Source: an optimization exercise on an open RTL-to-GDS flow (aim: a short achievable clock period and few clock cycles). Production flows keep margins and buffers that such runs may drop.
At most, simulation tests tie the RTL to the original design; equivalence was not proved.
The RTL of run 2 was laid out without a check of its function.
Power is estimated from default activity; no workload was simulated.

==> design/flow/design.v <==
`default_nettype none
package core_pkg;
	localparam int XLEN       = 32;
	localparam int REG_ADDR_W = 5;
	localparam logic [XLEN-1:0] RESET_PC = 32'h0000_0000;
	localparam logic [2:0] F3_ADD_SUB = 3'b000;
	localparam logic [2:0] F3_XOR     = 3'b100;
	localparam logic [2:0] F3_OR      = 3'b110;
	localparam logic [2:0] F3_AND     = 3'b111;
	localparam logic [2:0] F3_WORD    = 3'b010;
	localparam logic [2:0] F3_BEQ     = 3'b000;
	localparam logic [2:0] F3_BNE     = 3'b001;
	localparam logic [6:0] F7_BASE    = 7'b000_0000;
	localparam logic [6:0] F7_SUB     = 7'b010_0000;
	typedef enum logic [6:0] {
		OPC_LUI    = 7'b011_0111,
		OPC_OP_IMM = 7'b001_0011,
		OPC_OP     = 7'b011_0011,
		OPC_LOAD   = 7'b000_0011,
		OPC_STORE  = 7'b010_0011,
		OPC_BRANCH = 7'b110_0011,
		OPC_JAL    = 7'b110_1111
	} opcode_e;
	typedef enum logic [2:0] {
		ALU_ADD,
		ALU_SUB,
		ALU_AND,
		ALU_OR,
		ALU_XOR,
		ALU_PASS_B
	} alu_op_e;
	typedef enum logic [1:0] {
		WAIT_INSTR,
		EXECUTE,
		WAIT_DATA
	} ctrl_state_e;
	typedef struct packed {
		alu_op_e               alu_op;
		logic [REG_ADDR_W-1:0] rs1;
		logic [REG_ADDR_W-1:0] rs2;
		logic [REG_ADDR_W-1:0] rd;
		logic [XLEN-1:0]       imm;
		logic                  reg_write;
		logic                  use_imm;
		logic                  is_load;
		logic                  is_store;
		logic                  is_branch;
		logic                  branch_on_ne;
		logic                  is_jal;
		logic                  illegal;
	} decoded_instr_t;
	typedef struct packed {
		logic            we;
		logic [XLEN-1:0] addr;
		logic [XLEN-1:0] wdata;
	} lsu_req_t;
	typedef struct packed {
		logic            req;
		logic            we;
		logic [XLEN-1:0] addr;
		logic [XLEN-1:0] wdata;
	} data_bus_req_t;
endpackage
`default_nettype wire
`default_nettype none
module add_pp #(
	parameter int W = 32
) (
	input  logic [W-1:0] a_i,
	input  logic [W-1:0] b_i,
	input  logic         cin_i,
	output logic [W-1:0] sum_o,
	output logic         cout_o
);
	localparam int L = (W > 16) ? 5 : (W > 8) ? 4 : (W > 4) ? 3 : (W > 2) ? 2 : 1;
	logic [W-1:0] g [0:L];
	logic [W-1:0] p [0:L];
	logic [W-1:0] hp;
	assign hp = a_i ^ b_i;
	always_comb begin
		g[0] = a_i & b_i;
		p[0] = hp;
		g[0][0] = (a_i[0] & b_i[0]) | (hp[0] & cin_i);
		for (int l = 1; l <= L; l++) begin
			for (int i = 0; i < W; i++) begin
				if (i >= (1 << (l - 1))) begin
					g[l][i] = g[l-1][i] | (p[l-1][i] & g[l-1][i - (1 << (l - 1))]);
					p[l][i] = p[l-1][i] & p[l-1][i - (1 << (l - 1))];
				end else begin
					g[l][i] = g[l-1][i];
					p[l][i] = p[l-1][i];
				end
			end
		end
	end
	assign sum_o  = hp ^ {g[L][W-2:0], cin_i};
	assign cout_o = g[L][W-1];
endmodule
`default_nettype wire
`default_nettype none
module register_file (
	input  logic        clk_i,
	input  logic        rst_n_i,
	input  logic [31:1] sel_a_i,
	input  logic [31:1] sel_b_i,
	output logic [31:0] rdata_a_o,
	output logic [31:0] rdata_b_o,
	input  logic        we_i,
	input  logic [4:0]  waddr_i,
	input  logic [31:0] wdata_i
);
	logic [31:0] regs_q [1:31];
	always_ff @(posedge clk_i or negedge rst_n_i) begin
		if (!rst_n_i) begin
			for (int i = 1; i < 32; i++) begin
				regs_q[i] <= '0;
			end
		end else if (we_i && waddr_i != '0) begin
			regs_q[waddr_i] <= wdata_i;
		end
	end
	always_comb begin
		rdata_a_o = '0;
		rdata_b_o = '0;
		for (int i = 1; i < 32; i++) begin
			rdata_a_o = rdata_a_o | ({32{sel_a_i[i]}} & regs_q[i]);
			rdata_b_o = rdata_b_o | ({32{sel_b_i[i]}} & regs_q[i]);
		end
	end
endmodule
`default_nettype wire
`default_nettype none
module core_top (
	input  logic        clk_i,
	input  logic        rst_n_i,
	input  logic        fetch_enable_i,
	output logic        instr_req_o,
	output logic [31:0] instr_addr_o,
	input  logic        instr_gnt_i,
	input  logic        instr_rvalid_i,
	input  logic [31:0] instr_rdata_i,
	output logic        data_req_o,
	output logic        data_we_o,
	output logic [31:0] data_addr_o,
	output logic [31:0] data_wdata_o,
	input  logic        data_gnt_i,
	input  logic        data_rvalid_i,
	input  logic [31:0] data_rdata_i,
	output logic        core_busy_o
);
	logic        f_req_q;
	logic [31:0] f_pc_q;
	logic        f_out_q;
	logic        f_kill_q;
	logic [31:0] f_out_pc_q;
	logic        f_out_btb_q;    
	logic        f_pend_q;
	logic [31:0] f_pend_pc_q;
	logic        btb_v_q;
	logic [31:0] btb_pc_q;
	logic [31:0] btb_tgt_q;
	logic        e_valid_q;
	logic        e_regwrite_q;
	logic [4:0]  e_rd_q;
	logic        e_load_q;
	logic        e_mem_q;
	logic        e_store_q;
	logic        e_br_q;
	logic        e_bne_q;
	logic        e_jal_q;
	logic        e_pred_q;
	logic        e_done_q;    
	logic [31:0] e_alt_q;
	logic [31:0] e_a_q;
	logic [31:0] e_s_q;
	logic [31:0] e_imm_q;
	logic [2:0]  e_fa_q;    
	logic [3:0]  e_fb_q;    
	logic [2:0]  e_fs_q;
	logic        e_sub_q;
	logic        e_op_add_q;
	logic        e_op_xor_q;
	logic        e_op_or_q;
	logic        e_op_and_q;
	logic        e_op_b_q;
	logic        m_regwrite_q;
	logic [4:0]  m_rd_q;
	logic        m_load_q;
	logic        m_req_q;
	logic        m_we_q;
	logic [31:0] m_result_q;
	logic [31:0] m_addr_q;
	logic [31:0] m_wdata_q;
	logic        w_regwrite_q;
	logic [4:0]  w_rd_q;
	logic        w_load_q;
	logic [31:0] w_result_q;
	logic        dout_q;
	logic        busy_q;
	logic        stall;        
	logic        e_redirect;
	logic [31:0] rf_wdata;
	logic        rf_we;
	assign stall = (w_load_q & ~data_rvalid_i) | (m_req_q & ~data_gnt_i);
	logic [31:0] rdi;
	logic        arr;
	logic        hazard;
	logic        go_n;
	logic        go;
	logic        replay;
	logic        p_jal;
	logic        p_br;
	logic        p_pred;
	logic        i_redir;
	logic        i_back;
	logic [6:0]  opc;
	logic [2:0]  f3;
	logic [6:0]  f7;
	logic [4:0]  rs1;
	logic [4:0]  rs2;
	logic [4:0]  rd;
	logic        alu_f3;
	logic        is_lui;
	logic        is_opimm;
	logic        is_op;
	logic        is_load;
	logic        is_store;
	logic        writes;
	logic        regwrite;
	logic        use1;
	logic        use2;
	assign rdi = instr_rdata_i;
	assign opc = rdi[6:0];
	assign f3  = rdi[14:12];
	assign f7  = rdi[31:25];
	assign rs1 = rdi[19:15];
	assign rs2 = rdi[24:20];
	assign rd  = rdi[11:7];
	assign alu_f3   = (f3 == 3'b000) | (f3 == 3'b100) | (f3 == 3'b110) | (f3 == 3'b111);
	assign is_lui   = (opc == 7'b0110111);
	assign is_opimm = (opc == 7'b0010011) & alu_f3;
	assign is_op    = (opc == 7'b0110011) & alu_f3 &
		((f7 == 7'b0000000) | ((f7 == 7'b0100000) & (f3 == 3'b000)));
	assign is_load  = (opc == 7'b0000011) & (f3 == 3'b010);
	assign is_store = (opc == 7'b0100011) & (f3 == 3'b010);
	assign p_br     = (opc == 7'b1100011) & (f3[2:1] == 2'b00);
	assign p_jal    = (opc == 7'b1101111);
	assign writes   = is_lui | is_opimm | is_op | is_load | p_jal;
	assign regwrite = writes & (rd != 5'd0);
	assign use1     = is_opimm | is_op | is_load | is_store | p_br;
	assign use2     = is_op | is_store | p_br;
	assign p_pred = p_jal | (p_br & (rdi[31] | (~f3[0] & (rs1 == rs2))));
	assign hazard =
		(e_regwrite_q & e_load_q & ((use1 & (e_rd_q == rs1)) | (use2 & (e_rd_q == rs2)))) |
		(m_regwrite_q & m_load_q & ((use1 & (m_rd_q == rs1)) | (use2 & (m_rd_q == rs2))));
	assign arr    = f_out_q & instr_rvalid_i & ~f_kill_q;
	assign go_n   = arr & ~stall & ~hazard;
	assign go     = go_n & ~e_redirect;
	assign replay = arr & (stall | hazard);
	assign i_redir = go_n & p_pred & ~f_out_btb_q;
	assign i_back  = go_n & ~p_pred & f_out_btb_q;
	logic [21:0] j_lo;
	logic [13:0] b_lo;
	logic [10:0] j_hi;
	logic [18:0] b_hi;
	logic [10:0] j_hi_p1;
	logic [10:0] j_hi_m1;
	logic [18:0] b_hi_p1;
	logic [18:0] b_hi_m1;
	logic [31:0] j_tgt;
	logic [31:0] b_tgt;
	logic [31:0] i_tgt;
	logic [31:0] pc4;
	add_pp #(.W(21)) u_add_j (
		.a_i    (f_out_pc_q[20:0]),
		.b_i    ({rdi[31], rdi[19:12], rdi[20], rdi[30:21], 1'b0}),
		.cin_i  (1'b0),
		.sum_o  (j_lo[20:0]),
		.cout_o (j_lo[21])
	);
	add_pp #(.W(13)) u_add_b (
		.a_i    (f_out_pc_q[12:0]),
		.b_i    ({rdi[31], rdi[7], rdi[30:25], rdi[11:8], 1'b0}),
		.cin_i  (1'b0),
		.sum_o  (b_lo[12:0]),
		.cout_o (b_lo[13])
	);
	assign j_hi_p1 = f_out_pc_q[31:21] + 11'd1;
	assign j_hi_m1 = f_out_pc_q[31:21] - 11'd1;
	assign b_hi_p1 = f_out_pc_q[31:13] + 19'd1;
	assign b_hi_m1 = f_out_pc_q[31:13] - 19'd1;
	assign j_hi = (rdi[31] == j_lo[21]) ? f_out_pc_q[31:21] :
		(j_lo[21] ? j_hi_p1 : j_hi_m1);
	assign b_hi = (rdi[31] == b_lo[13]) ? f_out_pc_q[31:13] :
		(b_lo[13] ? b_hi_p1 : b_hi_m1);
	assign j_tgt = {j_hi, j_lo[20:0]};
	assign b_tgt = {b_hi, b_lo[12:0]};
	assign i_tgt = rdi[3] ? j_tgt : b_tgt;
	assign pc4   = f_out_pc_q + 32'd4;
	logic        f_gnt;
	logic        f_wait;
	logic        btb_hit;
	logic        redirect_any;
	logic [31:0] early_tgt;
	logic [31:0] seq_pc;
	logic [31:0] redir_pc;
	logic [31:0] other_pc;
	assign f_gnt        = f_req_q & instr_gnt_i;
	assign f_wait       = f_req_q & ~instr_gnt_i;
	assign btb_hit      = btb_v_q & (btb_pc_q == f_pc_q);
	assign redirect_any = e_redirect | i_redir | replay | i_back;
	assign early_tgt    = i_back ? pc4 : f_out_pc_q;
	assign seq_pc       = f_pend_q ? f_pend_pc_q :
		(f_gnt ? (btb_hit ? btb_tgt_q : f_pc_q + 32'd4) : f_pc_q);
	assign redir_pc     = e_redirect ? e_alt_q : (i_redir ? i_tgt : early_tgt);
	assign other_pc     = i_redir ? i_tgt : ((replay | i_back) ? early_tgt : seq_pc);
	always_ff @(posedge clk_i or negedge rst_n_i) begin
		if (!rst_n_i) begin
			f_req_q     <= 1'b0;
			f_pc_q      <= 32'd0;
			f_out_q     <= 1'b0;
			f_kill_q    <= 1'b0;
			f_out_pc_q  <= 32'd0;
			f_out_btb_q <= 1'b0;
			f_pend_q    <= 1'b0;
			f_pend_pc_q <= 32'd0;
			btb_v_q     <= 1'b0;
			btb_pc_q    <= 32'd0;
			btb_tgt_q   <= 32'd0;
		end else begin
			if (i_redir) begin
				btb_v_q   <= 1'b1;
				btb_pc_q  <= f_out_pc_q;
				btb_tgt_q <= i_tgt;
			end
			if (f_wait) begin
				if (redirect_any) begin
					f_pend_q    <= 1'b1;
					f_pend_pc_q <= redir_pc;
				end
			end else begin
				f_req_q  <= fetch_enable_i;
				f_pc_q   <= e_redirect ? e_alt_q : other_pc;
				f_pend_q <= 1'b0;
			end
			if (f_gnt) begin
				f_out_q     <= 1'b1;
				f_out_pc_q  <= f_pc_q;
				f_out_btb_q <= btb_hit & ~f_pend_q;
				f_kill_q    <= redirect_any | f_pend_q;
			end else begin
				if (instr_rvalid_i) begin
					f_out_q <= 1'b0;
				end
				if (redirect_any) begin
					f_kill_q <= 1'b1;
				end
			end
		end
	end
	assign instr_req_o  = f_req_q;
	assign instr_addr_o = f_pc_q;
	logic [31:1] s1_dec;
	logic [31:1] s2_dec;
	logic [31:0] rf_a;
	logic [31:0] rf_b;
	logic [31:0] va;
	logic [31:0] vb;
	logic        a_m;
	logic        a_w;
	logic        b_m;
	logic        b_w;
	logic [31:0] imm;
	always_comb begin
		for (int i = 1; i < 32; i++) begin
			s1_dec[i] = (rs1 == 5'(i));
			s2_dec[i] = (rs2 == 5'(i));
		end
	end
	register_file u_register_file (
		.clk_i     (clk_i),
		.rst_n_i   (rst_n_i),
		.sel_a_i   (s1_dec),
		.sel_b_i   (s2_dec),
		.rdata_a_o (rf_a),
		.rdata_b_o (rf_b),
		.we_i      (rf_we),
		.waddr_i   (w_rd_q),
		.wdata_i   (rf_wdata)
	);
	assign va = (rf_we & (w_rd_q == rs1) & (rs1 != 5'd0)) ? rf_wdata : rf_a;
	assign vb = (rf_we & (w_rd_q == rs2) & (rs2 != 5'd0)) ? rf_wdata : rf_b;
	assign a_m = e_regwrite_q & (e_rd_q == rs1);
	assign a_w = m_regwrite_q & (m_rd_q == rs1) & ~a_m;
	assign b_m = e_regwrite_q & (e_rd_q == rs2);
	assign b_w = m_regwrite_q & (m_rd_q == rs2) & ~b_m;
	always_comb begin
		if (is_lui) begin
			imm = {rdi[31:12], 12'd0};
		end else if (p_jal) begin
			imm = pc4;
		end else if (opc[5] & ~opc[4]) begin
			imm = {{20{rdi[31]}}, rdi[31:25], rdi[11:7]};
		end else begin
			imm = {{20{rdi[31]}}, rdi[31:20]};
		end
	end
	always_ff @(posedge clk_i or negedge rst_n_i) begin
		if (!rst_n_i) begin
			e_valid_q    <= 1'b0;
			e_regwrite_q <= 1'b0;
			e_load_q     <= 1'b0;
			e_mem_q      <= 1'b0;
			e_br_q       <= 1'b0;
			e_jal_q      <= 1'b0;
			e_pred_q     <= 1'b0;
		end else if (!stall) begin
			e_valid_q    <= go;
			e_regwrite_q <= go & regwrite;
			e_load_q     <= go & is_load;
			e_mem_q      <= go & (is_load | is_store);
			e_br_q       <= go & p_br;
			e_jal_q      <= go & p_jal;
			e_pred_q     <= go & p_pred;
		end
	end
	always_ff @(posedge clk_i) begin
		if (!stall) begin
			e_rd_q     <= rd;
			e_store_q  <= is_store;
			e_bne_q    <= f3[0];
			e_alt_q    <= p_pred ? pc4 : b_tgt;
			e_a_q      <= va;
			e_s_q      <= vb;
			e_imm_q    <= imm;
			e_fa_q     <= {a_m & use1, a_w & use1, ~((a_m | a_w) & use1)};
			e_fb_q     <= {b_m & is_op, b_w & is_op, ~(b_m | b_w) & is_op, ~is_op};
			e_fs_q     <= {b_m & use2, b_w & use2, ~((b_m | b_w) & use2)};
			e_sub_q    <= is_op & f7[5];
			e_op_add_q <= is_load | is_store | ((is_opimm | is_op) & (f3 == 3'b000));
			e_op_xor_q <= (is_opimm | is_op) & (f3 == 3'b100);
			e_op_or_q  <= (is_opimm | is_op) & (f3 == 3'b110);
			e_op_and_q <= (is_opimm | is_op) & (f3 == 3'b111);
			e_op_b_q   <= is_lui | p_jal;
		end
	end
	logic [31:0] ea;
	logic [31:0] eb;
	logic [31:0] es;
	logic [31:0] sum;
	logic [31:0] res;
	logic        taken;
	assign ea = ({32{e_fa_q[2]}} & m_result_q) | ({32{e_fa_q[1]}} & w_result_q) |
		({32{e_fa_q[0]}} & e_a_q);
	assign eb = ({32{e_fb_q[3]}} & m_result_q) | ({32{e_fb_q[2]}} & w_result_q) |
		({32{e_fb_q[1]}} & e_s_q) | ({32{e_fb_q[0]}} & e_imm_q);
	assign es = ({32{e_fs_q[2]}} & m_result_q) | ({32{e_fs_q[1]}} & w_result_q) |
		({32{e_fs_q[0]}} & e_s_q);
	add_pp #(.W(32)) u_add_e (
		.a_i    (ea),
		.b_i    (eb ^ {32{e_sub_q}}),
		.cin_i  (e_sub_q),
		.sum_o  (sum),
		.cout_o ()
	);
	assign res = ({32{e_op_add_q}} & sum) | ({32{e_op_xor_q}} & (ea ^ eb)) |
		({32{e_op_or_q}} & (ea | eb)) | ({32{e_op_and_q}} & (ea & eb)) |
		({32{e_op_b_q}} & eb);
	assign taken      = e_jal_q | (e_br_q & ((ea == es) ^ e_bne_q));
	assign e_redirect = e_valid_q & (taken ^ e_pred_q) & ~e_done_q;
	always_ff @(posedge clk_i or negedge rst_n_i) begin
		if (!rst_n_i) begin
			e_done_q <= 1'b0;
		end else begin
			e_done_q <= stall & (e_done_q | e_redirect);
		end
	end
	always_ff @(posedge clk_i or negedge rst_n_i) begin
		if (!rst_n_i) begin
			m_regwrite_q <= 1'b0;
			m_load_q     <= 1'b0;
			m_req_q      <= 1'b0;
		end else if (!stall) begin
			m_regwrite_q <= e_regwrite_q;
			m_load_q     <= e_load_q;
			m_req_q      <= e_mem_q;
		end
	end
	always_ff @(posedge clk_i) begin
		if (!stall) begin
			m_rd_q     <= e_rd_q;
			m_we_q     <= e_store_q;
			m_result_q <= res;
			m_wdata_q  <= es;
		end
	end
	always_ff @(posedge clk_i) begin
		if (!stall && e_mem_q) begin
			m_addr_q <= sum;
		end
	end
	assign data_req_o   = m_req_q;
	assign data_we_o    = m_we_q;
	assign data_addr_o  = m_addr_q;
	assign data_wdata_o = m_wdata_q;
	always_ff @(posedge clk_i or negedge rst_n_i) begin
		if (!rst_n_i) begin
			w_regwrite_q <= 1'b0;
			w_load_q     <= 1'b0;
		end else if (!stall) begin
			w_regwrite_q <= m_regwrite_q;
			w_load_q     <= m_load_q;
		end else if (data_rvalid_i) begin
			w_load_q     <= 1'b0;
		end
	end
	always_ff @(posedge clk_i) begin
		if (!stall) begin
			w_rd_q     <= m_rd_q;
			w_result_q <= m_result_q;
		end else if (w_load_q) begin
			w_result_q <= data_rdata_i;
		end
	end
	assign rf_we    = w_regwrite_q & (~w_load_q | data_rvalid_i);
	assign rf_wdata = w_load_q ? data_rdata_i : w_result_q;
	always_ff @(posedge clk_i or negedge rst_n_i) begin
		if (!rst_n_i) begin
			dout_q <= 1'b0;
			busy_q <= 1'b0;
		end else begin
			if (m_req_q & data_gnt_i) begin
				dout_q <= 1'b1;
			end else if (data_rvalid_i) begin
				dout_q <= 1'b0;
			end
			busy_q <= fetch_enable_i | f_req_q | f_out_q | e_valid_q |
				m_req_q | w_load_q | dout_q;
		end
	end
	assign core_busy_o = busy_q;
endmodule
`default_nettype wire
==> design/flow/flow/run.sh <==
#!/bin/bash
# Standard layout with: adders left to ABC as plain logic, slow complex
# gates kept out of mapping and sizing, and timing repair aiming well below
# the period.
set -euo pipefail
bash standard.sh finish ADDER_MAP_FILE= SETUP_SLACK_MARGIN=6.5 "DONT_USE_CELLS=$(cat flow/dontuse.txt)" > flow_make.log 2>&1
==> design/flow/flow/dontuse.txt <==
sky130_fd_sc_hd__probe_p_8 sky130_fd_sc_hd__probec_p_8 sky130_fd_sc_hd__lpflow_bleeder_1 sky130_fd_sc_hd__lpflow_clkbufkapwr_1 sky130_fd_sc_hd__lpflow_clkbufkapwr_16 sky130_fd_sc_hd__lpflow_clkbufkapwr_2 sky130_fd_sc_hd__lpflow_clkbufkapwr_4 sky130_fd_sc_hd__lpflow_clkbufkapwr_8 sky130_fd_sc_hd__lpflow_clkinvkapwr_1 sky130_fd_sc_hd__lpflow_clkinvkapwr_16 sky130_fd_sc_hd__lpflow_clkinvkapwr_2 sky130_fd_sc_hd__lpflow_clkinvkapwr_4 sky130_fd_sc_hd__lpflow_clkinvkapwr_8 sky130_fd_sc_hd__lpflow_decapkapwr_12 sky130_fd_sc_hd__lpflow_decapkapwr_3 sky130_fd_sc_hd__lpflow_decapkapwr_4 sky130_fd_sc_hd__lpflow_decapkapwr_6 sky130_fd_sc_hd__lpflow_decapkapwr_8 sky130_fd_sc_hd__lpflow_inputiso0n_1 sky130_fd_sc_hd__lpflow_inputiso0p_1 sky130_fd_sc_hd__lpflow_inputiso1n_1 sky130_fd_sc_hd__lpflow_inputiso1p_1 sky130_fd_sc_hd__lpflow_inputisolatch_1 sky130_fd_sc_hd__lpflow_isobufsrc_1 sky130_fd_sc_hd__lpflow_isobufsrc_16 sky130_fd_sc_hd__lpflow_isobufsrc_2 sky130_fd_sc_hd__lpflow_isobufsrc_4 sky130_fd_sc_hd__lpflow_isobufsrc_8 sky130_fd_sc_hd__lpflow_isobufsrckapwr_16 sky130_fd_sc_hd__lpflow_lsbuf_lh_hl_isowell_tap_1 sky130_fd_sc_hd__lpflow_lsbuf_lh_hl_isowell_tap_2 sky130_fd_sc_hd__lpflow_lsbuf_lh_hl_isowell_tap_4 sky130_fd_sc_hd__lpflow_lsbuf_lh_isowell_4 sky130_fd_sc_hd__lpflow_lsbuf_lh_isowell_tap_1 sky130_fd_sc_hd__lpflow_lsbuf_lh_isowell_tap_2 sky130_fd_sc_hd__lpflow_lsbuf_lh_isowell_tap_4  sky130_fd_sc_hd__a2111o_1 sky130_fd_sc_hd__a2111o_2 sky130_fd_sc_hd__a2111o_4 sky130_fd_sc_hd__a2111oi_0 sky130_fd_sc_hd__a2111oi_1 sky130_fd_sc_hd__a2111oi_2 sky130_fd_sc_hd__a2111oi_4 sky130_fd_sc_hd__a211o_1 sky130_fd_sc_hd__a211o_2 sky130_fd_sc_hd__a211o_4 sky130_fd_sc_hd__a21bo_1 sky130_fd_sc_hd__a21bo_2 sky130_fd_sc_hd__a21bo_4 sky130_fd_sc_hd__a21o_1 sky130_fd_sc_hd__a21o_2 sky130_fd_sc_hd__a21o_4 sky130_fd_sc_hd__a221o_1 sky130_fd_sc_hd__a221o_2 sky130_fd_sc_hd__a221o_4 sky130_fd_sc_hd__a221oi_1 sky130_fd_sc_hd__a221oi_2 sky130_fd_sc_hd__a221oi_4 sky130_fd_sc_hd__a222oi_1 sky130_fd_sc_hd__a22o_1 sky130_fd_sc_hd__a22o_2 sky130_fd_sc_hd__a22o_4 sky130_fd_sc_hd__a2bb2o_1 sky130_fd_sc_hd__a2bb2o_2 sky130_fd_sc_hd__a2bb2o_4 sky130_fd_sc_hd__a2bb2oi_1 sky130_fd_sc_hd__a2bb2oi_2 sky130_fd_sc_hd__a2bb2oi_4 sky130_fd_sc_hd__a311o_1 sky130_fd_sc_hd__a311o_2 sky130_fd_sc_hd__a311o_4 sky130_fd_sc_hd__a311oi_1 sky130_fd_sc_hd__a311oi_2 sky130_fd_sc_hd__a311oi_4 sky130_fd_sc_hd__a31o_1 sky130_fd_sc_hd__a31o_2 sky130_fd_sc_hd__a31o_4 sky130_fd_sc_hd__a32o_1 sky130_fd_sc_hd__a32o_2 sky130_fd_sc_hd__a32o_4 sky130_fd_sc_hd__a32oi_1 sky130_fd_sc_hd__a32oi_2 sky130_fd_sc_hd__a32oi_4 sky130_fd_sc_hd__a41o_1 sky130_fd_sc_hd__a41o_2 sky130_fd_sc_hd__a41o_4 sky130_fd_sc_hd__a41oi_1 sky130_fd_sc_hd__a41oi_2 sky130_fd_sc_hd__a41oi_4 sky130_fd_sc_hd__and4_1 sky130_fd_sc_hd__and4_2 sky130_fd_sc_hd__and4_4 sky130_fd_sc_hd__and4b_1 sky130_fd_sc_hd__and4b_2 sky130_fd_sc_hd__and4b_4 sky130_fd_sc_hd__and4bb_1 sky130_fd_sc_hd__and4bb_2 sky130_fd_sc_hd__and4bb_4 sky130_fd_sc_hd__fa_1 sky130_fd_sc_hd__fa_2 sky130_fd_sc_hd__fa_4 sky130_fd_sc_hd__fah_1 sky130_fd_sc_hd__fahcin_1 sky130_fd_sc_hd__fahcon_1 sky130_fd_sc_hd__ha_1 sky130_fd_sc_hd__ha_2 sky130_fd_sc_hd__ha_4 sky130_fd_sc_hd__maj3_1 sky130_fd_sc_hd__maj3_2 sky130_fd_sc_hd__maj3_4 sky130_fd_sc_hd__mux2_1 sky130_fd_sc_hd__mux2_2 sky130_fd_sc_hd__mux2_4 sky130_fd_sc_hd__mux2_8 sky130_fd_sc_hd__mux4_1 sky130_fd_sc_hd__mux4_2 sky130_fd_sc_hd__mux4_4 sky130_fd_sc_hd__nand4_1 sky130_fd_sc_hd__nand4_2 sky130_fd_sc_hd__nand4_4 sky130_fd_sc_hd__nand4b_1 sky130_fd_sc_hd__nand4b_2 sky130_fd_sc_hd__nand4b_4 sky130_fd_sc_hd__nand4bb_1 sky130_fd_sc_hd__nand4bb_2 sky130_fd_sc_hd__nand4bb_4 sky130_fd_sc_hd__nor4_1 sky130_fd_sc_hd__nor4_2 sky130_fd_sc_hd__nor4_4 sky130_fd_sc_hd__nor4b_1 sky130_fd_sc_hd__nor4b_2 sky130_fd_sc_hd__nor4b_4 sky130_fd_sc_hd__nor4bb_1 sky130_fd_sc_hd__nor4bb_2 sky130_fd_sc_hd__nor4bb_4 sky130_fd_sc_hd__o2111a_1 sky130_fd_sc_hd__o2111a_2 sky130_fd_sc_hd__o2111a_4 sky130_fd_sc_hd__o2111ai_1 sky130_fd_sc_hd__o2111ai_2 sky130_fd_sc_hd__o2111ai_4 sky130_fd_sc_hd__o211a_1 sky130_fd_sc_hd__o211a_2 sky130_fd_sc_hd__o211a_4 sky130_fd_sc_hd__o21a_1 sky130_fd_sc_hd__o21a_2 sky130_fd_sc_hd__o21a_4 sky130_fd_sc_hd__o21ba_1 sky130_fd_sc_hd__o21ba_2 sky130_fd_sc_hd__o21ba_4 sky130_fd_sc_hd__o221a_1 sky130_fd_sc_hd__o221a_2 sky130_fd_sc_hd__o221a_4 sky130_fd_sc_hd__o221ai_1 sky130_fd_sc_hd__o221ai_2 sky130_fd_sc_hd__o221ai_4 sky130_fd_sc_hd__o22a_1 sky130_fd_sc_hd__o22a_2 sky130_fd_sc_hd__o22a_4 sky130_fd_sc_hd__o2bb2a_1 sky130_fd_sc_hd__o2bb2a_2 sky130_fd_sc_hd__o2bb2a_4 sky130_fd_sc_hd__o2bb2ai_1 sky130_fd_sc_hd__o2bb2ai_2 sky130_fd_sc_hd__o2bb2ai_4 sky130_fd_sc_hd__o311a_1 sky130_fd_sc_hd__o311a_2 sky130_fd_sc_hd__o311a_4 sky130_fd_sc_hd__o311ai_0 sky130_fd_sc_hd__o311ai_1 sky130_fd_sc_hd__o311ai_2 sky130_fd_sc_hd__o311ai_4 sky130_fd_sc_hd__o31a_1 sky130_fd_sc_hd__o31a_2 sky130_fd_sc_hd__o31a_4 sky130_fd_sc_hd__o32a_1 sky130_fd_sc_hd__o32a_2 sky130_fd_sc_hd__o32a_4 sky130_fd_sc_hd__o32ai_1 sky130_fd_sc_hd__o32ai_2 sky130_fd_sc_hd__o32ai_4 sky130_fd_sc_hd__o41a_1 sky130_fd_sc_hd__o41a_2 sky130_fd_sc_hd__o41a_4 sky130_fd_sc_hd__o41ai_1 sky130_fd_sc_hd__o41ai_2 sky130_fd_sc_hd__o41ai_4 sky130_fd_sc_hd__or4_1 sky130_fd_sc_hd__or4_2 sky130_fd_sc_hd__or4_4 sky130_fd_sc_hd__or4b_1 sky130_fd_sc_hd__or4b_2 sky130_fd_sc_hd__or4b_4 sky130_fd_sc_hd__or4bb_1 sky130_fd_sc_hd__or4bb_2 sky130_fd_sc_hd__or4bb_4 sky130_fd_sc_hd__xnor3_1 sky130_fd_sc_hd__xnor3_2 sky130_fd_sc_hd__xnor3_4 sky130_fd_sc_hd__xor3_1 sky130_fd_sc_hd__xor3_2 sky130_fd_sc_hd__xor3_4
==> design/flow/standard.sh <==
#!/bin/bash
# synth_recipe.tcl (not shown) runs the flow's synth.tcl, then flattens the netlist and writes it again
# the make line also repeats each setting of config.mk as NAME=value (left out here)
make -C /OpenROAD-flow-scripts/flow DESIGN_CONFIG=/design/flow/config.mk WORK_HOME=/design/flow/orfs CLKGATE_MAP_FILE= SYNTH_SCRIPT=/design/flow/synth_recipe.tcl "${@:-finish}"
==> design/flow/config.mk <==
export PLATFORM = sky130hd
export DESIGN_NAME = core_top
export DESIGN_NICKNAME = core_top
export VERILOG_FILES = /design/flow/design.v
export SDC_FILE = /design/flow/constraint.sdc
export NUM_CORES = 4
export LEC_CHECK = 0
export ABC_CLOCK_PERIOD_IN_PS = 2500
export CAP_MARGIN = 20
export CELL_PAD_IN_SITES_DETAIL_PLACEMENT = 1
export CELL_PAD_IN_SITES_GLOBAL_PLACEMENT = 2
export CORE_MARGIN = 2
export CORE_UTILIZATION = 35
export SETUP_SLACK_MARGIN = 5
export SLEW_MARGIN = 20
==> design/flow/constraint.sdc <==
create_clock -name core_clock -period 10.0 [get_ports {clk_i}]
set_input_delay 2.0000 -clock core_clock [delete_from_list [all_inputs] [get_ports {clk_i}]]
set_output_delay 2.0000 -clock core_clock [all_outputs]
set_load 0.01 [all_outputs]
==> results.json, run 1 <==
{
  "wl_um": 514000,
  "drt-initial-drc-count": 11484,
  "grt_max_degree": 160,
  "fp.dieH_um": 475,
  "synth_warnings": 12,
  "post-route-util_pct": 49.2,
  "dieArea_um2": 225000,
  "status": "complete, no violations",
  "worstMarginPinSlew_ps": 1060,
  "fin_ws_ps": 5680,
  "cts.sink_count": 1462,
  "p_leak_nw": 47.1,
  "synthesis.area_um2": 77600,
  "grt_use_total_pct": 43.4,
  "rsz0062_at_grt": "true",
  "num_vias": 84689,
  "period_share_pct": 43.2,
  "layout-drive-gt1-share_pct": 29.1,
  "gr-total-overflow": 0,
  "max-vdd-ir-drop_mv": 0.161,
  "place_ws_ps": 3030,
  "synth_area_per_cell_um2": 8.46,
  "cts_hold_buf": 0,
  "slew_headroom_pct": 29.4,
  "end_kind": "register",
  "instances_no_fill": 13014,
  "cap_violations": 0,
  "clk_latency_ps": 880,
  "max_freq_mhz": 232,
  "antenna_found_initial": 34,
  "drc_errors": 0,
  "ys_types": 61,
  "clkTransAtPathRegs_ps": 70,
  "syn_to_final_growth_pct": 39.5,
  "rows": 172,
  "powerDensity_nw_per_um2": 148,
  "synth_fp_nets": 9238,
  "path_class": "primary input to register",
  "min_path_type": "register to register",
  "cts_tree": "built",
  "slew_violations": 0,
  "root_buffer": "clkbuf_16",
  "arrival_ps": 5070,
  "gp_congestion": 0.876,
  "hold_viol": 0,
  "synth.yosys.seq_area_share_pct": 48.6,
  "finalNetCount": 9961,
  "core_um2": 220000,
  "crit_required_ps": 10750,
  "start_util_pct": 35.3,
  "cts_max_level": 4,
  "io_pins": 171,
  "post-route-min-period_ps": 4320,
  "grt_pass1_wl_um": 681000,
  "numCtsBuffers": 176,
  "grt_pass1_vias": 81927,
  "firstDrtPassIters": 8,
  "synth_seq_cells": 1462,
  "die_w_um": 475,
  "wl_per_cell_um": 39.5,
  "cts_buffer_depth": 3,
  "avgViaCountPerCell": 6.51,
  "hpwlAfterDp_um": 279000,
  "syn_inst": 9167,
  "setup-tns-final_ps": 0,
  "antenna_left": 0,
  "crit_path_max_fanout": 8,
  "place_inst": 11783,
  "finClkSkew_ps": 62.9,
  "worstSetupStartpointType": "primary input",
  "port_buffers": 170,
  "finalSetupViolCount": 0
}
[through the flow]
stage	total power [mW]	instance area (µm²)	hold slack, ps
5_1_grt	16.3	108000	438
3_5_place_dp	8.51	84100	412
3_3_place_gp	8.50	84100	430
2_1_floorplan	7.62	80100	400
4_1_cts	15.6	103000	427
6_report	16.0	108000	421
[cell usage in the layout (no fill, tap or decap), types with 55 or more instances in the layout]
cell type and count:
a21oi_1 1165, nor3_1 87, buf_6 252, nor3_2 63
buf_2 55, a22oi_1 864, buf_16 64, nor2_2 74
nand2_2 162, nand2_4 59, o21ai_1 82, nand3_2 56
buf_4 552, xor2_1 105, and3_1 66, buf_8 55
edfxtp_1 258, clkbuf_16 193, o21ai_0 228, buf_12 207
a22oi_2 196, nand2_1 1047, a21boi_2 56, nand3_1 191
nor2_4 153, nor2_1 1228, a21oi_2 73, xnor2_1 169
dfrtp_1 1133
[timing repair]
action,4_1_cts,5_1_grt
pin swaps,468,408
gates cloned,71,21
resized for setup,2006,744
setup buffers,591,201
endpoints found under the setup margin,1395,1121
[cells in the mapped netlist (all sizes together)]
cell,instances,share of area (%)
o211ai,33,0.36
or3b,3,0.034
o21ai,371,2.4
clkbuf,636,3.1
or2,18,0.15
nor3b,8,0.090
nor3,191,1.2
a211oi,62,0.63
inv,56,0.27
nand2b,29,0.23
buf,138,0.89
o22ai,60,0.48
o21bai,5,0.048
a31oi,46,0.41
dfrtp,1172,38
nor2,1444,7.0
edfxtp,258,10
nor2b,21,0.17
a21oi,1256,8.1
or3,43,0.35
a21boi,73,0.71
dfxtp,32,0.83
nand3,274,1.8
xnor2,232,2.6
and3,88,0.71
nand3b,15,0.15
clkinv,3,0.015
mux2i,66,0.87
nand2,1276,6.2
a22oi,1061,10
o31ai,28,0.30
and3b,2,0.023
and2,40,0.32
xor2,127,1.4
[power breakdown]
group	internal, mW	switching (mW)
combinational	1.02	1.70
clock	3.77	2.91
sequential	6.28	0.269
[critical path, cell delays in order]
cell and delay, ps:
buf_6 90, buf_8 130, nand2_4 70, o21ai_4 50, and3b_2 210, a22oi_2 310, buf_4 190, o22ai_4 60
a211oi_4 290, buf_6 160, buf_6 120, and3_4 230, nor2_4 60, nand2_4 70, o21ai_4 70, buf_12 180
buf_12 150, a31oi_4 210, mux2i_1 380
[worst paths after layout]
kind / start / to / slack (ps) / cells after the start
min reg2reg: e_store_q / m_we_q / 420 / 0
max in group asynchronous: rst_n_i / f_out_pc_q[20] / 6700 / 3
min: e_store_q / m_we_q / 420 / 0
max reg2reg: e_s_q[4] / f_pc_q[0] / 5810 / 18
min in group asynchronous: rst_n_i / u_register_file.regs_q[14][22] / 1110 / 1
max: instr_rdata_i[13] / f_pc_q[0] / 5680 / 19
[layout make-up]
| cell class | instances | area [µm²] |
|---|---|---|
| fillers | 24311 | 112000 |
| well taps | 2958 | 3700 |
| diodes | 23 | 57.6 |
| flip-flops and latches | 1462 | 37800 |
| multi-input cells | 6897 | 45000 |
| clock buffers | 260 | 5140 |
| clock inverters | 61 | 686 |
| inverters | 59 | 233 |
| repair buffers | 1294 | 15600 |
[flip-flops by register name (all words and copies together) (netlist names), 5 cells and up]
name                    flops
u_register_file.regs_q    992
btb_tgt_q                  32
e_a_q                      32
e_alt_q                    32
e_imm_q                    32
e_s_q                      32
f_out_pc_q                 32
f_pc_q                     32
f_pend_pc_q                32
m_addr_q                   32
m_result_q                 32
m_wdata_q                  32
w_result_q                 32
btb_pc_q                   31
e_rd_q                      5
m_rd_q                      5
w_rd_q                      5
[metal layers]
metal / part of all wire [%] / wire length (µm) / GRT usage (%)
met1: 39 / 201000 / 56.9
met2: 42 / 217000 / 64.1
met3: 11 / 56800 / 11.7
met4: 7.5 / 38300 / 25.3
met5: 0.022 / 115 / 0
[kinds of logic after synthesis]
| kind of cell | synth area share, % |
|---|---|
| buf+inv | 4.26 |
| xor+xnor | 4.07 |
| flops | 48.6 |
| compound gates | 23.8 |
| simple gates | 18.4 |
| mux | 0.868 |
Testbench counts, summed over its fixed seeds: cycles 11,462.
==> inputs of run 2 (changes only) <==
--- a/design/flow/design.v
+++ b/design/flow/design.v
@@ -99,17 +99,18 @@
 `default_nettype wire
 `default_nettype none
 module register_file (
-	input  logic        clk_i,
-	input  logic        rst_n_i,
-	input  logic [31:1] sel_a_i,
-	input  logic [31:1] sel_b_i,
-	output logic [31:0] rdata_a_o,
-	output logic [31:0] rdata_b_o,
-	input  logic        we_i,
-	input  logic [4:0]  waddr_i,
-	input  logic [31:0] wdata_i
+	input  logic         clk_i,
+	input  logic         rst_n_i,
+	input  logic [7:0]   grp_a_i,
+	input  logic [7:0]   grp_b_i,
+	output logic [127:0] cand_a_o,
+	output logic [127:0] cand_b_o,
+	input  logic         we_i,
+	input  logic [4:0]   waddr_i,
+	input  logic [31:0]  wdata_i
 );
 	logic [31:0] regs_q [1:31];
+	logic [31:0] regs [0:31];
 	always_ff @(posedge clk_i or negedge rst_n_i) begin
 		if (!rst_n_i) begin
 			for (int i = 1; i < 32; i++) begin
@@ -120,11 +121,17 @@
 		end
 	end
 	always_comb begin
-		rdata_a_o = '0;
-		rdata_b_o = '0;
+		regs[0] = '0;
 		for (int i = 1; i < 32; i++) begin
-			rdata_a_o = rdata_a_o | ({32{sel_a_i[i]}} & regs_q[i]);
-			rdata_b_o = rdata_b_o | ({32{sel_b_i[i]}} & regs_q[i]);
+			regs[i] = regs_q[i];
+		end
+		cand_a_o = '0;
+		cand_b_o = '0;
+		for (int g = 0; g < 8; g++) begin
+			for (int k = 0; k < 4; k++) begin
+				cand_a_o[32*k +: 32] = cand_a_o[32*k +: 32] | ({32{grp_a_i[g]}} & regs[4*g + k]);
+				cand_b_o[32*k +: 32] = cand_b_o[32*k +: 32] | ({32{grp_b_i[g]}} & regs[4*g + k]);
+			end
 		end
 	end
 endmodule
@@ -171,12 +178,12 @@
 	logic        e_pred_q;
 	logic        e_done_q;    
 	logic [31:0] e_alt_q;
-	logic [31:0] e_a_q;
-	logic [31:0] e_s_q;
+	logic [127:0] e_ca_q;   
+	logic [127:0] e_cb_q;   
 	logic [31:0] e_imm_q;
-	logic [2:0]  e_fa_q;    
-	logic [3:0]  e_fb_q;    
-	logic [2:0]  e_fs_q;
+	logic [5:0]  e_fa_q;    
+	logic [6:0]  e_fb_q;    
+	logic [5:0]  e_fs_q;
 	logic        e_sub_q;
 	logic        e_op_add_q;
 	logic        e_op_xor_q;
@@ -249,7 +256,7 @@
 	assign regwrite = writes & (rd != 5'd0);
 	assign use1     = is_opimm | is_op | is_load | is_store | p_br;
 	assign use2     = is_op | is_store | p_br;
-	assign p_pred = p_jal | (p_br & (rdi[31] | (~f3[0] & (rs1 == rs2))));
+	assign p_pred = (p_jal & j_short) | (p_br & (rdi[31] | (~f3[0] & (rs1 == rs2))));
 	assign hazard =
 		(e_regwrite_q & e_load_q & ((use1 & (e_rd_q == rs1)) | (use2 & (e_rd_q == rs2)))) |
 		(m_regwrite_q & m_load_q & ((use1 & (m_rd_q == rs1)) | (use2 & (m_rd_q == rs2))));
@@ -259,24 +266,24 @@
 	assign replay = arr & (stall | hazard);
 	assign i_redir = go_n & p_pred & ~f_out_btb_q;
 	assign i_back  = go_n & ~p_pred & f_out_btb_q;
-	logic [21:0] j_lo;
+	logic [13:0] j_lo;
 	logic [13:0] b_lo;
-	logic [10:0] j_hi;
+	logic [18:0] j_hi;
 	logic [18:0] b_hi;
-	logic [10:0] j_hi_p1;
-	logic [10:0] j_hi_m1;
-	logic [18:0] b_hi_p1;
-	logic [18:0] b_hi_m1;
+	logic [18:0] pc_hi_p1;
+	logic [18:0] pc_hi_m1;
+	logic        j_short;
 	logic [31:0] j_tgt;
 	logic [31:0] b_tgt;
+	logic [31:0] j_full;
 	logic [31:0] i_tgt;
 	logic [31:0] pc4;
-	add_pp #(.W(21)) u_add_j (
-		.a_i    (f_out_pc_q[20:0]),
-		.b_i    ({rdi[31], rdi[19:12], rdi[20], rdi[30:21], 1'b0}),
+	add_pp #(.W(13)) u_add_j (
+		.a_i    (f_out_pc_q[12:0]),
+		.b_i    ({rdi[12], rdi[20], rdi[30:21], 1'b0}),
 		.cin_i  (1'b0),
-		.sum_o  (j_lo[20:0]),
-		.cout_o (j_lo[21])
+		.sum_o  (j_lo[12:0]),
+		.cout_o (j_lo[13])
 	);
 	add_pp #(.W(13)) u_add_b (
 		.a_i    (f_out_pc_q[12:0]),
@@ -285,17 +292,28 @@
 		.sum_o  (b_lo[12:0]),
 		.cout_o (b_lo[13])
 	);
-	assign j_hi_p1 = f_out_pc_q[31:21] + 11'd1;
-	assign j_hi_m1 = f_out_pc_q[31:21] - 11'd1;
-	assign b_hi_p1 = f_out_pc_q[31:13] + 19'd1;
-	assign b_hi_m1 = f_out_pc_q[31:13] - 19'd1;
-	assign j_hi = (rdi[31] == j_lo[21]) ? f_out_pc_q[31:21] :
-		(j_lo[21] ? j_hi_p1 : j_hi_m1);
+	assign pc_hi_p1 = f_out_pc_q[31:13] + 19'd1;
+	assign pc_hi_m1 = f_out_pc_q[31:13] - 19'd1;
+	assign j_hi = (rdi[31] == j_lo[13]) ? f_out_pc_q[31:13] :
+		(j_lo[13] ? pc_hi_p1 : pc_hi_m1);
 	assign b_hi = (rdi[31] == b_lo[13]) ? f_out_pc_q[31:13] :
-		(b_lo[13] ? b_hi_p1 : b_hi_m1);
-	assign j_tgt = {j_hi, j_lo[20:0]};
+		(b_lo[13] ? pc_hi_p1 : pc_hi_m1);
+	assign j_short = (rdi[19:13] == {7{rdi[31]}});
+	assign j_tgt = {j_hi, j_lo[12:0]};
 	assign b_tgt = {b_hi, b_lo[12:0]};
 	assign i_tgt = rdi[3] ? j_tgt : b_tgt;
+	logic [21:0] jf_lo;
+	logic [10:0] jf_hi;
+	add_pp #(.W(21)) u_add_jf (
+		.a_i    (f_out_pc_q[20:0]),
+		.b_i    ({rdi[31], rdi[19:12], rdi[20], rdi[30:21], 1'b0}),
+		.cin_i  (1'b0),
+		.sum_o  (jf_lo[20:0]),
+		.cout_o (jf_lo[21])
+	);
+	assign jf_hi  = (rdi[31] == jf_lo[21]) ? f_out_pc_q[31:21] :
+		(jf_lo[21] ? (f_out_pc_q[31:21] + 11'd1) : (f_out_pc_q[31:21] - 11'd1));
+	assign j_full = {jf_hi, jf_lo[20:0]};
 	assign pc4   = f_out_pc_q + 32'd4;
 	logic        f_gnt;
 	logic        f_wait;
@@ -305,6 +323,7 @@
 	logic [31:0] seq_pc;
 	logic [31:0] redir_pc;
 	logic [31:0] other_pc;
+	logic [31:0] other_pc_n;
 	assign f_gnt        = f_req_q & instr_gnt_i;
 	assign f_wait       = f_req_q & ~instr_gnt_i;
 	assign btb_hit      = btb_v_q & (btb_pc_q == f_pc_q);
@@ -313,7 +332,8 @@
 	assign seq_pc       = f_pend_q ? f_pend_pc_q :
 		(f_gnt ? (btb_hit ? btb_tgt_q : f_pc_q + 32'd4) : f_pc_q);
 	assign redir_pc     = e_redirect ? e_alt_q : (i_redir ? i_tgt : early_tgt);
-	assign other_pc     = i_redir ? i_tgt : ((replay | i_back) ? early_tgt : seq_pc);
+	assign other_pc     = i_redir ? i_tgt : other_pc_n;
+	assign other_pc_n   = (replay | i_back) ? early_tgt : seq_pc;
 	always_ff @(posedge clk_i or negedge rst_n_i) begin
 		if (!rst_n_i) begin
 			f_req_q     <= 1'b0;
@@ -340,7 +360,9 @@
 				end
 			end else begin
 				f_req_q  <= fetch_enable_i;
-				f_pc_q   <= e_redirect ? e_alt_q : other_pc;
+				f_pc_q   <= ({32{e_redirect}} & e_alt_q) |
+					({32{i_redir & ~e_redirect}} & i_tgt) |
+					({32{~i_redir & ~e_redirect}} & other_pc_n);
 				f_pend_q <= 1'b0;
 			end
 			if (f_gnt) begin
@@ -360,36 +382,46 @@
 	end
 	assign instr_req_o  = f_req_q;
 	assign instr_addr_o = f_pc_q;
-	logic [31:1] s1_dec;
-	logic [31:1] s2_dec;
-	logic [31:0] rf_a;
-	logic [31:0] rf_b;
-	logic [31:0] va;
-	logic [31:0] vb;
-	logic        a_m;
-	logic        a_w;
-	logic        b_m;
-	logic        b_w;
-	logic [31:0] imm;
+	logic [7:0]   g1_dec;
+	logic [7:0]   g2_dec;
+	logic [127:0] cand_a;
+	logic [127:0] cand_b;
+	logic [127:0] ca;
+	logic [127:0] cb;
+	logic [3:0]   k1_dec;
+	logic [3:0]   k2_dec;
+	logic         a_m;
+	logic         a_w;
+	logic         b_m;
+	logic         b_w;
+	logic [31:0]  imm;
 	always_comb begin
-		for (int i = 1; i < 32; i++) begin
-			s1_dec[i] = (rs1 == 5'(i));
-			s2_dec[i] = (rs2 == 5'(i));
+		for (int g = 0; g < 8; g++) begin
+			g1_dec[g] = (rs1[4:2] == 3'(g));
+			g2_dec[g] = (rs2[4:2] == 3'(g));
+		end
+		for (int k = 0; k < 4; k++) begin
+			k1_dec[k] = (rs1[1:0] == 2'(k));
+			k2_dec[k] = (rs2[1:0] == 2'(k));
 		end
 	end
 	register_file u_register_file (
-		.clk_i     (clk_i),
-		.rst_n_i   (rst_n_i),
-		.sel_a_i   (s1_dec),
-		.sel_b_i   (s2_dec),
-		.rdata_a_o (rf_a),
-		.rdata_b_o (rf_b),
-		.we_i      (rf_we),
-		.waddr_i   (w_rd_q),
-		.wdata_i   (rf_wdata)
+		.clk_i    (clk_i),
+		.rst_n_i  (rst_n_i),
+		.grp_a_i  (g1_dec),
+		.grp_b_i  (g2_dec),
+		.cand_a_o (cand_a),
+		.cand_b_o (cand_b),
+		.we_i     (rf_we),
+		.waddr_i  (w_rd_q),
+		.wdata_i  (rf_wdata)
 	);
-	assign va = (rf_we & (w_rd_q == rs1) & (rs1 != 5'd0)) ? rf_wdata : rf_a;
-	assign vb = (rf_we & (w_rd_q == rs2) & (rs2 != 5'd0)) ? rf_wdata : rf_b;
+	always_comb begin
+		for (int k = 0; k < 4; k++) begin
+			ca[32*k +: 32] = (rf_we & (w_rd_q == {rs1[4:2], 2'(k)})) ? rf_wdata : cand_a[32*k +: 32];
+			cb[32*k +: 32] = (rf_we & (w_rd_q == {rs2[4:2], 2'(k)})) ? rf_wdata : cand_b[32*k +: 32];
+		end
+	end
 	assign a_m = e_regwrite_q & (e_rd_q == rs1);
 	assign a_w = m_regwrite_q & (m_rd_q == rs1) & ~a_m;
 	assign b_m = e_regwrite_q & (e_rd_q == rs2);
@@ -429,13 +461,13 @@
 			e_rd_q     <= rd;
 			e_store_q  <= is_store;
 			e_bne_q    <= f3[0];
-			e_alt_q    <= p_pred ? pc4 : b_tgt;
-			e_a_q      <= va;
-			e_s_q      <= vb;
+			e_alt_q    <= p_pred ? pc4 : (p_jal ? j_full : b_tgt);
+			e_ca_q     <= ca;
+			e_cb_q     <= cb;
 			e_imm_q    <= imm;
-			e_fa_q     <= {a_m & use1, a_w & use1, ~((a_m | a_w) & use1)};
-			e_fb_q     <= {b_m & is_op, b_w & is_op, ~(b_m | b_w) & is_op, ~is_op};
-			e_fs_q     <= {b_m & use2, b_w & use2, ~((b_m | b_w) & use2)};
+			e_fa_q     <= {a_m & use1, a_w & use1, {4{~(a_m | a_w) & use1}} & k1_dec};
+			e_fb_q     <= {b_m & is_op, b_w & is_op, {4{~(b_m | b_w) & is_op}} & k2_dec, ~is_op};
+			e_fs_q     <= {b_m & use2, b_w & use2, {4{~(b_m | b_w) & use2}} & k2_dec};
 			e_sub_q    <= is_op & f7[5];
 			e_op_add_q <= is_load | is_store | ((is_opimm | is_op) & (f3 == 3'b000));
 			e_op_xor_q <= (is_opimm | is_op) & (f3 == 3'b100);
@@ -450,12 +482,16 @@
 	logic [31:0] sum;
 	logic [31:0] res;
 	logic        taken;
-	assign ea = ({32{e_fa_q[2]}} & m_result_q) | ({32{e_fa_q[1]}} & w_result_q) |
-		({32{e_fa_q[0]}} & e_a_q);
-	assign eb = ({32{e_fb_q[3]}} & m_result_q) | ({32{e_fb_q[2]}} & w_result_q) |
-		({32{e_fb_q[1]}} & e_s_q) | ({32{e_fb_q[0]}} & e_imm_q);
-	assign es = ({32{e_fs_q[2]}} & m_result_q) | ({32{e_fs_q[1]}} & w_result_q) |
-		({32{e_fs_q[0]}} & e_s_q);
+	assign ea = ({32{e_fa_q[5]}} & m_result_q) | ({32{e_fa_q[4]}} & w_result_q) |
+		({32{e_fa_q[3]}} & e_ca_q[96 +: 32]) | ({32{e_fa_q[2]}} & e_ca_q[64 +: 32]) |
+		({32{e_fa_q[1]}} & e_ca_q[32 +: 32]) | ({32{e_fa_q[0]}} & e_ca_q[0 +: 32]);
+	assign eb = ({32{e_fb_q[6]}} & m_result_q) | ({32{e_fb_q[5]}} & w_result_q) |
+		({32{e_fb_q[4]}} & e_cb_q[96 +: 32]) | ({32{e_fb_q[3]}} & e_cb_q[64 +: 32]) |
+		({32{e_fb_q[2]}} & e_cb_q[32 +: 32]) | ({32{e_fb_q[1]}} & e_cb_q[0 +: 32]) |
+		({32{e_fb_q[0]}} & e_imm_q);
+	assign es = ({32{e_fs_q[5]}} & m_result_q) | ({32{e_fs_q[4]}} & w_result_q) |
+		({32{e_fs_q[3]}} & e_cb_q[96 +: 32]) | ({32{e_fs_q[2]}} & e_cb_q[64 +: 32]) |
+		({32{e_fs_q[1]}} & e_cb_q[32 +: 32]) | ({32{e_fs_q[0]}} & e_cb_q[0 +: 32]);
 	add_pp #(.W(32)) u_add_e (
 		.a_i    (ea),
 		.b_i    (eb ^ {32{e_sub_q}}),
==> results.json, run 2 <==
{
  "top_regs": "u_register_file.regs_q: 992 flops, e_ca_q: 128 flops, e_cb_q: 128 flops",
  "worstMarginPinSlew_ps": 1200,
  "slew_violations": 0,
  "numCtsBuffers": 202,
  "clk_latency_ps": 900,
  "synth_seq_cells": 1663,
  "path_class": "register to register",
  "whs_ps": 425,
  "fillers": 27330,
  "synth_edf_count": 459,
  "finClkSkew_ps": 54.6,
  "rows": 183,
  "final_common_cell": "nand2_1",
  "drt-initial-drc-count": 10930,
  "final_cell_mix": "nand2_1, dfrtp_1, a22oi_1, nor2_1, a21oi_1",
  "antenna_found_initial": 28,
  "cap_violations": 0,
  "synth_top_flop_cell": "dfrtp_1",
  "async_reset_ff_share_pct": 70.5,
  "hpwlAfterDp_um": 296000,
  "worstSetupStartpointType": "register",
  "dieArea_um2": 253000,
  "cts.sink_count": 1663,
  "layout-drive-gt1-share_pct": 25.0,
  "grt_pass1_vias": 85242,
  "synth_common_cells": "nand2_1, dfrtp_1, a22oi_1",
  "finalSetupViolCount": 0,
  "root_buffer": "clkbuf_16",
  "startpoint": "e_fa_q[1]",
  "firstDrtPassIters": 8,
  "cts_max_level": 4,
  "cts_hold_buf": 0,
  "r2r-end": "f_pc_q[18]",
  "port_buffers": 170,
  "wl_um": 539000,
  "p_leak_nw": 48.9,
  "antenna_left": 0,
  "r2r_slack_ps": 5540,
  "syn_inst": 9910,
  "synthesis.area_um2": 87300,
  "gp_congestion": 0.901,
  "r2r-start": "e_fa_q[1]",
  "dpl_cell_area_um2": 92700,
  "yosys.cell_count.top_type": "nand2_1",
  "hold_viol": 0,
  "crit_path_max_fanout": 8,
  "gr-total-overflow": 0,
  "finalNetCount": 10470,
  "min_path_type": "register to register",
  "ys_types": 65,
  "grt_pass1_wl_um": 715000,
  "largest_reg_flops": 992,
  "synth_top_cell_by_area": "dfrtp_1",
  "cts_tree": "built",
  "die_w_um": 503,
  "hp-start": "e_store_q",
  "rsz0062_at_grt": "true",
  "period_share_pct": 44.6,
  "wl_per_cell_um": 38.7,
  "drc_errors": 0,
  "top_register": "u_register_file.regs_q",
  "start_util_pct": 35.2,
  "syn_to_final_growth_pct": 34.0,
  "max_freq_mhz": 224,
  "core_um2": 248000,
  "num_vias": 87818,
  "cts_buffer_depth": 3,
  "reg2reg_depth": 19,
  "fin_area_um2": 117000,
  "grt_max_degree": 141,
  "hold_depth": 0,
  "synth.yosys.seq_area_share_pct": 50.1,
  "post-route-min-period_ps": 4460,
  "synth_fp_nets": 9981,
  "setup-tns-final_ps": 0,
  "slew_headroom_pct": 20.2,
  "max-vdd-ir-drop_mv": 0.164,
  "fp.dieH_um": 503,
  "avgViaCountPerCell": 6.31,
  "whs_endpoint": "m_we_q",
  "synthDominantCellAreaShare_pct": 33.6,
  "arrival_ps": 5190,
  "end_kind": "register",
  "synth_area_per_cell_um2": 8.81,
  "powerDensity_nw_per_um2": 151,
  "io_pins": 171,
  "yosys-top-cells-area": "dfrtp_1, edfxtp_1, a22oi_1",
  "synth_warnings": 13,
  "crit_required_ps": 10720,
  "grt_use_total_pct": 40.4,
  "status": "complete, no violations",
  "clkTransAtPathRegs_ps": 60
}
run 2: cell count changes after synthesis, moves of 83 or more:
cell / previous run / this run
nor2_1: 1443 / 944
o21ai_0: 344 / 841
nand2_1: 1270 / 1663
a21oi_1: 1255 / 997
edfxtp_1: 258 / 459
nor3_1: 189 / 293
clkbuf_1: 636 / 731
a22oi_1: 1055 / 1146
mux2i_1: 65 / 148
run 2: cell families (layout without fill, tap and decap cells):
| family | after synthesis | count (layout) | share of synthesized area (%) |
|---|---|---|---|
| and+or+nand+nor | 3393 | 3400 | 16.4 |
| buffers and inverters | 978 | 1634 | 4.51 |
| AOI/OAI and AO/OA | 3400 | 3400 | 24.0 |
| muxes | 148 | 149 | 1.70 |
| xor gates and xnor gates | 328 | 328 | 3.30 |
| other | 0 | 9 | 0 |
| DFF | 1663 | 1663 | 50.1 |
run 2: final cells by class:
class	instances	area (µm²)	share of cell area, %
Multi-Input combinational cell	7277	46600	39.8
Sequential cell	1663	43800	37.5
Timing Repair Buffer	1172	15400	13.2
Clock buffer	308	5870	5.02
Tap cell	3330	4170	3.56
Clock inverter	71	728	0.623
Inverter	83	337	0.288
Antenna cell	9	22.5	0.0193
run 2: how the worst max path moves through the flow:
stage	endpoint	slack (ps)
floorplan	e_alt_q[0]	770
finish	f_pc_q[18]	5540
global placement	f_pend_pc_q[31]	2670
detailed placement	f_pend_pc_q[30]	2660
CTS	f_pend_pc_q[25]	5710
global route	f_pend_pc_q[1]	5550
run 2: timing repair:
action | in CTS | in global routing
resized for setup | 1831 | 731
setup endpoints to repair | 2096 | 1328
cloned | 107 | 40
buffers inserted | 444 | 174
pin swaps | 283 | 273
run 2: stage by stage:
stage	std cells	utilization, %	total power [mW]	setup WS [ps]
2_1_floorplan	9910	-	8.42	770
3_3_place_gp	12758	37.3	9.31	2670
3_5_place_dp	12760	37.4	9.33	2660
4_1_cts	13690	44.9	17.4	5710
5_1_grt	13905	47.1	18.1	5550
6_report	13913	47.1	17.6	5540
run 2: layer usage:
| metal | vias up | share of wire (%) | routed length (µm) | global-route usage [%] |
|---|---|---|---|---|
| met3 | 1280 | 10 | 55900 | 10.3 |
| met4 | 22 | 6.6 | 35600 | 20.9 |
| met5 | - | 0.028 | 149 | 0 |
| met1 | 45226 | 41 | 219000 | 54.3 |
| li1 | 36442 | - | - | - |
| met2 | 4848 | 42 | 229000 | 59.7 |
run 2: power breakdown:
part | internal, mW | leakage, nW | switching, mW
Sequential | 7.15 | 21.8 | 0.251
Combinational | 1.04 | 23.9 | 1.70
Clock | 4.21 | 3.22 | 3.29
Total | 12.4 | 48.9 | 5.24
run 2: critical path: stages, from the launching register on:
cell	delay, ps
edfxtp_1	420
buf_12	180
buf_16	180
a22oi_2	580
nand3_4	340
xor2_1	250
nor2_1	130
nand3_1	130
nor3_4	280
buf_4	180
nand3_2	60
nor3b_4	170
xnor2_4	290
buf_6	160
buf_6	90
nand3_4	120
buf_12	230
mux2i_4	200
a211oi_2	220
a21oi_1	70
==> inputs of run 3 (changes only) <==
--- a/design/flow/design.v
+++ b/design/flow/design.v
@@ -302,18 +302,7 @@
 	assign j_tgt = {j_hi, j_lo[12:0]};
 	assign b_tgt = {b_hi, b_lo[12:0]};
 	assign i_tgt = rdi[3] ? j_tgt : b_tgt;
-	logic [21:0] jf_lo;
-	logic [10:0] jf_hi;
-	add_pp #(.W(21)) u_add_jf (
-		.a_i    (f_out_pc_q[20:0]),
-		.b_i    ({rdi[31], rdi[19:12], rdi[20], rdi[30:21], 1'b0}),
-		.cin_i  (1'b0),
-		.sum_o  (jf_lo[20:0]),
-		.cout_o (jf_lo[21])
-	);
-	assign jf_hi  = (rdi[31] == jf_lo[21]) ? f_out_pc_q[31:21] :
-		(jf_lo[21] ? (f_out_pc_q[31:21] + 11'd1) : (f_out_pc_q[31:21] - 11'd1));
-	assign j_full = {jf_hi, jf_lo[20:0]};
+	assign j_full = f_out_pc_q + {{11{rdi[31]}}, rdi[31], rdi[19:12], rdi[20], rdi[30:21], 1'b0};
 	assign pc4   = f_out_pc_q + 32'd4;
 	logic        f_gnt;
 	logic        f_wait;
==> design/flow/flow/run.sh (replaced) <==
#!/bin/bash
# Standard layout with two changes: adders are left to ABC as plain logic
# (no full/half-adder cells), and timing repair aims well below the period.
set -euo pipefail
bash standard.sh finish ADDER_MAP_FILE= SETUP_SLACK_MARGIN=6.5 > flow_make.log 2>&1
removed: design/flow/flow/dontuse.txt
==> results.json, run 3 <==
{
  "rsz0062_at_grt": "true",
  "wl_um": 566000,
  "post-route-util_pct": 48.8,
  "clkTransAtPathRegs_ps": 70,
  "grt_use_total_pct": 42.6,
  "synth_top_flop_cell": "dfrtp_1",
  "slew_violations": 0,
  "avgViaCountPerCell": 6.70,
  "powerDensity_nw_per_um2": 154,
  "root_buffer": "clkbuf_16",
  "finClkSkew_ps": 59.4,
  "crit_required_ps": 10600,
  "worstSetupStartpointType": "register",
  "slew_headroom_pct": 20.7,
  "drc_errors": 0,
  "synth_edf_count": 459,
  "wl_per_cell_um": 42.3,
  "crit_path_max_fanout": 32,
  "status": "complete, no violations",
  "final_cell_mix": "nor2_1, dfrtp_1, a21oi_1, nand2_1, buf_4",
  "worstMarginPinSlew_ps": 1180,
  "drt-initial-drc-count": 12216,
  "gr-total-overflow": 0,
  "grt_pass1_vias": 85214,
  "synth_fp_nets": 9317,
  "hpwlAfterDp_um": 305000,
  "port_buffers": 170,
  "synth_common_cells": "nor2_1, dfrtp_1, a21oi_1",
  "syn_to_final_growth_pct": 38.7,
  "cap_violations": 0,
  "cts.sink_count": 1663,
  "max_freq_mhz": 219,
  "regArea_um2": 43800,
  "synth_top_cell_by_area": "dfrtp_1",
  "cts_tree": "built",
  "post-route-min-period_ps": 4570,
  "synth.yosys.seq_area_share_pct": 50.6,
  "rows": 182,
  "yosys.cell_count.top_type": "nor2_1",
  "ys_types": 95,
  "p_leak_nw": 49.9,
  "synth_area_per_cell_um2": 9.35,
  "synthDominantCellAreaShare_pct": 33.9,
  "yosys-top-cells-area": "dfrtp_1, edfxtp_1, a21oi_1",
  "end_kind": "register",
  "syn_inst": 9246,
  "gp_congestion": 0.910,
  "start_util_pct": 35.2,
  "max_stage_delay_ps": 450,
  "period_share_pct": 45.7,
  "io_pins": 171,
  "synth_warnings": 10,
  "cts_buffer_depth": 3,
  "path_class": "register to register",
  "async_reset_ff_share_pct": 70.5,
  "hold_viol": 0,
  "grt_max_degree": 139,
  "largest_reg_flops": 992,
  "numCtsBuffers": 201,
  "layout-drive-gt1-share_pct": 29.4,
  "fillers": 26050,
  "antenna_left": 0,
  "min_path_type": "register to register",
  "top_regs": "u_register_file.regs_q: 992 flops, e_ca_q: 128 flops, e_cb_q: 128 flops",
  "fp.dieH_um": 501,
  "antenna_found_initial": 48,
  "die_w_um": 501,
  "grt_pass1_wl_um": 742000,
  "cp_slowest_cell": "a221o_2",
  "num_vias": 89621,
  "setup-tns-final_ps": 0,
  "finalNetCount": 10033,
  "finalSetupViolCount": 0,
  "multi_input_area_um2": 47900,
  "cts_max_level": 4,
  "synth_seq_cells": 1663,
  "max-vdd-ir-drop_mv": 0.146,
  "arrival_ps": 5180,
  "core_um2": 246000,
  "crit_family": "compound AO/OA/AOI/OAI gates",
  "top_register": "u_register_file.regs_q",
  "firstDrtPassIters": 9,
  "cts_hold_buf": 0,
  "clk_latency_ps": 920,
  "crit_buf_inv": 2,
  "synthesis.area_um2": 86500,
  "dieArea_um2": 251000,
  "crit_chain": "buf_12, a22oi_2, buf_4, nand3_2, a22o_4, a2111oi_4, nor3_2, a221o_1, a221o_2, a211o_4, nand3b_1, nand2_2, and4_1, or3_4",
  "final_common_cell": "nor2_1"
}
run 3: timing repair:
action	4_1_cts	5_1_grt
endpoints found under the setup margin	1978	1032
resized for setup	2080	704
setup buffers	602	226
gates cloned	132	28
pin swaps	548	355
run 3: final timing paths:
path,cells past startpoint,endpoint,from,slack (ps)
hold / removal,0,m_we_q,e_store_q,440
hold reg to reg,0,m_we_q,e_store_q,440
setup reg to reg,14,m_result_q[27],e_fa_q[3],5430
setup / recovery,14,m_result_q[27],e_fa_q[3],5430
min in group asynchronous,1,u_register_file.regs_q[25][4],rst_n_i,1070
max in group asynchronous,3,u_register_file.regs_q[28][6],rst_n_i,6750
run 3: area by class of cell:
class	instances	area share (%)
repair inverters	2	0.0271
diodes	18	0.0376
well taps	3220	3.36
inverters	49	0.184
clock inverters	71	0.682
clock buffers	306	4.90
flip-flops and latches	1663	36.5
repair buffers	1373	14.4
multi-input cells	6672	39.9
run 3: per-stage QoR:
stage	worst slack, ps	hold WS [ps]	power, mW	area (µm²)	cells
4_1_cts	5540	453	18.2	114000	13099
3_5_place_dp	2860	447	9.73	92200	11988
6_report	5430	445	18.5	120000	13374
5_1_grt	5360	455	18.9	120000	13359
2_1_floorplan	4640	400	8.69	87200	9246
3_3_place_gp	2870	412	9.71	92200	11986
run 3: where the power goes:
| group | internal (mW) | switching, mW |
|---|---|---|
| logic | 1.34 | 1.98 |
| clock network | 4.30 | 3.34 |
| registers | 7.21 | 0.310 |
run 3: per-layer routing:
| layer | vias to the layer above | global-route usage, % | routed length (µm) |
|---|---|---|---|
| met2 | 5674 | 62.0 | 237000 |
| met1 | 46538 | 56.3 | 223000 |
| met3 | 1519 | 13.2 | 66700 |
| met5 | - | 0 | 419 |
| met4 | 42 | 22.9 | 39100 |
| li1 | 35848 | - | - |
run 3: worst register-to-register path: cells and delay by family (launching register included):
| family | cells | cell delay (ps) |
|---|---|---|
| buf+inv | 2 | 370 |
| flops | 1 | 410 |
| compound gates | 6 | 2260 |
| simple gates | 6 | 1260 |
run 3: cells by family (layout without fill, tap and decap cells):
kind of cell / after synthesis / count (layout) / share of synthesized area [%]
XOR/XNOR: 325 / 325 / 3.34
AND/OR/NAND/NOR: 2716 / 2755 / 13.3
other: 0 / 18 / 0
AO/OA/AOI/OAI: 3352 / 3354 / 25.6
flip-flops: 1663 / 1663 / 50.6
multiplexers: 207 / 207 / 2.61
buffers and inverters: 952 / 1801 / 4.24
adder cells (fa/ha/maj): 31 / 31 / 0.360
Testbench counts of run 3, summed over its fixed seeds: cycles 11,462.

## static timing again, ports no longer ideal
The results above use ideal ports. As a check the final layouts listed here were re-extracted and re-timed, cells and wires unchanged. Step 1 sets driving cells, clkbuf_16 on the clock port and buf_2 on the other inputs (assumed; they add their load-dependent delay and slew). Step 2, shift: input delay + t, output delay - t, t = (earliest + latest rising clock arrival at the registers) / 2. This alone moves slack from input paths to output paths. a / b / c = ideal ports / drivers / drivers and shift; a / b = the first two.
run	shift t [ns]	setup WS [ns]	worst setup path after step 2
run 1	0.963	5.682 / 5.756 / 4.793	input to register
run 2	0.972	5.535 / 5.535 / 4.672	input to register
run 3	0.976	5.426 / 5.426 / 4.521	input to register
After both steps every run listed still meets setup and hold. The setup slack of run 3, which loses most, moves by 0.000 ns with the drivers and by -0.905 ns with both steps.
